Source: an optimization exercise on an open RTL-to-GDS flow (aim: small area, a short achievable clock period and few clock cycles). Production flows keep margins and buffers that such runs may drop. In this exercise RTL edits were held to simulation tests only and were not proved equivalent to the original. Power and IR drop assume default switching activity.

// sorted_list_pool
module sorted_list_pool (
  input  logic        clk_i,
  input  logic        rst_ni,
  input  logic        start,
  input  logic [1:0]  in_kind,
  input  logic [31:0] in_value,
  output logic        busy,
  output logic        res_valid_o,
  output logic [1:0]  res_status,
  output logic [3:0]  res_slot,
  output logic [31:0] res_entry_value,
  output logic [4:0]  res_removed,
  output logic        res_last
);
  localparam int N = 16;
  function automatic logic sge(input logic [31:0] a, input logic [31:0] b);
    sge = $signed(a) >= $signed(b);
  endfunction
  function automatic logic [3:0] therm4(input logic [N-1:0] x);
    logic [3:0] t [2*N];
    for (int i = 0; i < N; i++) t[N+i] = {3'b000, x[i]};
    for (int i = N - 1; i >= 1; i--) begin
      for (int k = 0; k < 4; k++) begin
        t[i][k] = t[2*i][k] | t[2*i+1][k];
        for (int j = 0; j < k; j++) t[i][k] = t[i][k] | (t[2*i][j] & t[2*i+1][k-1-j]);
      end
    end
    therm4 = t[1];
  endfunction
  function automatic logic [2:0] popcnt4(input logic [3:0] x);
    popcnt4 = {2'b00, x[0]} + {2'b00, x[1]} + {2'b00, x[2]} + {2'b00, x[3]};
  endfunction
  function automatic logic [N-1:0] low_free(input logic [N-1:0] used);
    logic all_below;
    all_below = 1'b1;
    for (int i = 0; i < N; i++) begin
      low_free[i] = ~used[i] & all_below;
      all_below   = all_below & used[i];
    end
  endfunction
  logic          busy_q;
  logic          accept;
  assign accept = start && !busy_q;
  logic [N-1:0]  used_q, used_d;
  logic [31:0]   val_q [N];
  logic [N*N-1:0] m_q;              
  logic          a_vld_q;
  logic [1:0]    a_kind_q;
  logic [31:0]   a_val_q;
  logic [N-1:0]  ge_a, eq_a;
  for (genvar s = 0; s < N; s++) begin : g_cmp
    assign ge_a[s] = sge(val_q[s], a_val_q);
    assign eq_a[s] = (val_q[s] == a_val_q);
  end
  logic [N-1:0]  a_wr;
  assign a_wr = (a_vld_q && (a_kind_q == slp_pkg::KIND_INSERT)) ? low_free(used_d) : '0;
  for (genvar s = 0; s < N; s++) begin : g_val
    always_ff @(posedge clk_i) begin
      if (a_wr[s]) val_q[s] <= a_val_q;
    end
  end
  logic          b_vld_q;
  logic [1:0]    b_kind_q;
  logic [N-1:0]  ge_q, eq_q;        
  logic          shw_act_q;         
  logic [N-1:0]  cur_q;             
  logic is_ins, is_del, is_show, full, ins_ok;
  ...
make LEC_CHECK=0 CAP_MARGIN=20 CORE_MARGIN=2 CORE_UTILIZATION=45 CTS_CLUSTER_DIAMETER=133 CTS_CLUSTER_SIZE=24 PLACE_DENSITY=0.75 SETUP_SLACK_MARGIN=5 SLEW_MARGIN=20 finish   # period 8.0 ns
run.sh (not shown) runs the stock make flow with config.mk's settings and CLKGATE_MAP_FILE= SYNTH_SCRIPT=/design/flow/synth_recipe.tcl, a recipe that flattens the netlist after the stock synthesis.
The first run finished clean.
Testbench counts at the start, summed over its fixed seeds: cycles 8,461.
Edit:
- PLACE_DENSITY: 0.75 -> default
Effect: Design area went up by 1.3%. Total power went up by 0.37%. Cell count went up by 1.1%. Flip-flop and latch count is unchanged. Clock power is about the same. Routed wire length went up by 6.2%.
Edit:
- CORE_UTILIZATION: 45 -> 30
- CTS_CLUSTER_DIAMETER: 133 -> default
- CTS_CLUSTER_SIZE: 24 -> default
Synthesized area is unchanged.
Final cell count climbs by about a fifth.
Sequential cell count does not change.
Edit:
- CORE_UTILIZATION: 30 -> 45
- CTS_CLUSTER_DIAMETER: default -> 133
- CTS_CLUSTER_SIZE: default -> 20
- PLACE_DENSITY: default -> 0.75
Outcome: Register-to-register slack barely changes. Design area came out lower by 5.4%. Routed wire length came out lower by 7.0%. Via count barely changes. Global-route usage came out higher by 8.9 points.
Edit:
- CTS_CLUSTER_SIZE: 20 -> 16
- PLACE_DENSITY: 0.75 -> default
What happened:
- synthesized area is unchanged
- total power came out higher by 3.3%
- critical path depth came out lower by 4
- sequential cell count stays the same
- die area does not change
- worst setup slack degrades by 51 ps
- routed wire length came out higher by 4.8%
- cell area came out higher by 1.1%
Edit:
- CAP_MARGIN: 20 -> 5
- CTS_CLUSTER_SIZE: 16 -> 20
- SLEW_MARGIN: 20 -> 5
Effect: The changed run went through all stages and came out clean. Non-clock buffer count went down by 9. Setup slack gets better by 67 ps. Power went down by 3.1%. Sequential power stays flat. First-iteration DRC count is lower by 1.7%.

-- static timing again, ports no longer ideal --
How much do the figures lean on ideal ports? The routed layouts below were timed once more, with nothing changed but the port constraints. Step 1, drivers: a clkbuf_16 drives clk_i and a buf_2 each remaining input, both assumed. Step 2 also shifts input and output timing later by t, the mid clock arrival at the registers, as if the neighbouring blocks saw the same clock. Three values: ideal ports, drivers, drivers and shift; two values: the first two.
run	t, ns	slack for setup (ns)	slew at the worst register clock pin (ns)
the first run	0.692	4.924 / 4.924 / 4.337	0.11 / 0.11
the second run	0.697	4.926 / 4.926 / 4.395	0.11 / 0.11
the third run	0.792	4.996 / 4.959 / 4.585	0.07 / 0.07
the fourth run	0.716	4.981 / 4.981 / 4.349	0.10 / 0.10
the fifth run	0.748	4.930 / 4.930 / 4.432	0.09 / 0.09
the sixth run	0.710	4.997 / 4.997 / 4.453	0.10 / 0.10
After both steps every run listed still meets setup and hold. For the fourth run, which loses most, drivers alone change the setup slack by 0.000 ns; drivers and shift together by -0.632 ns.
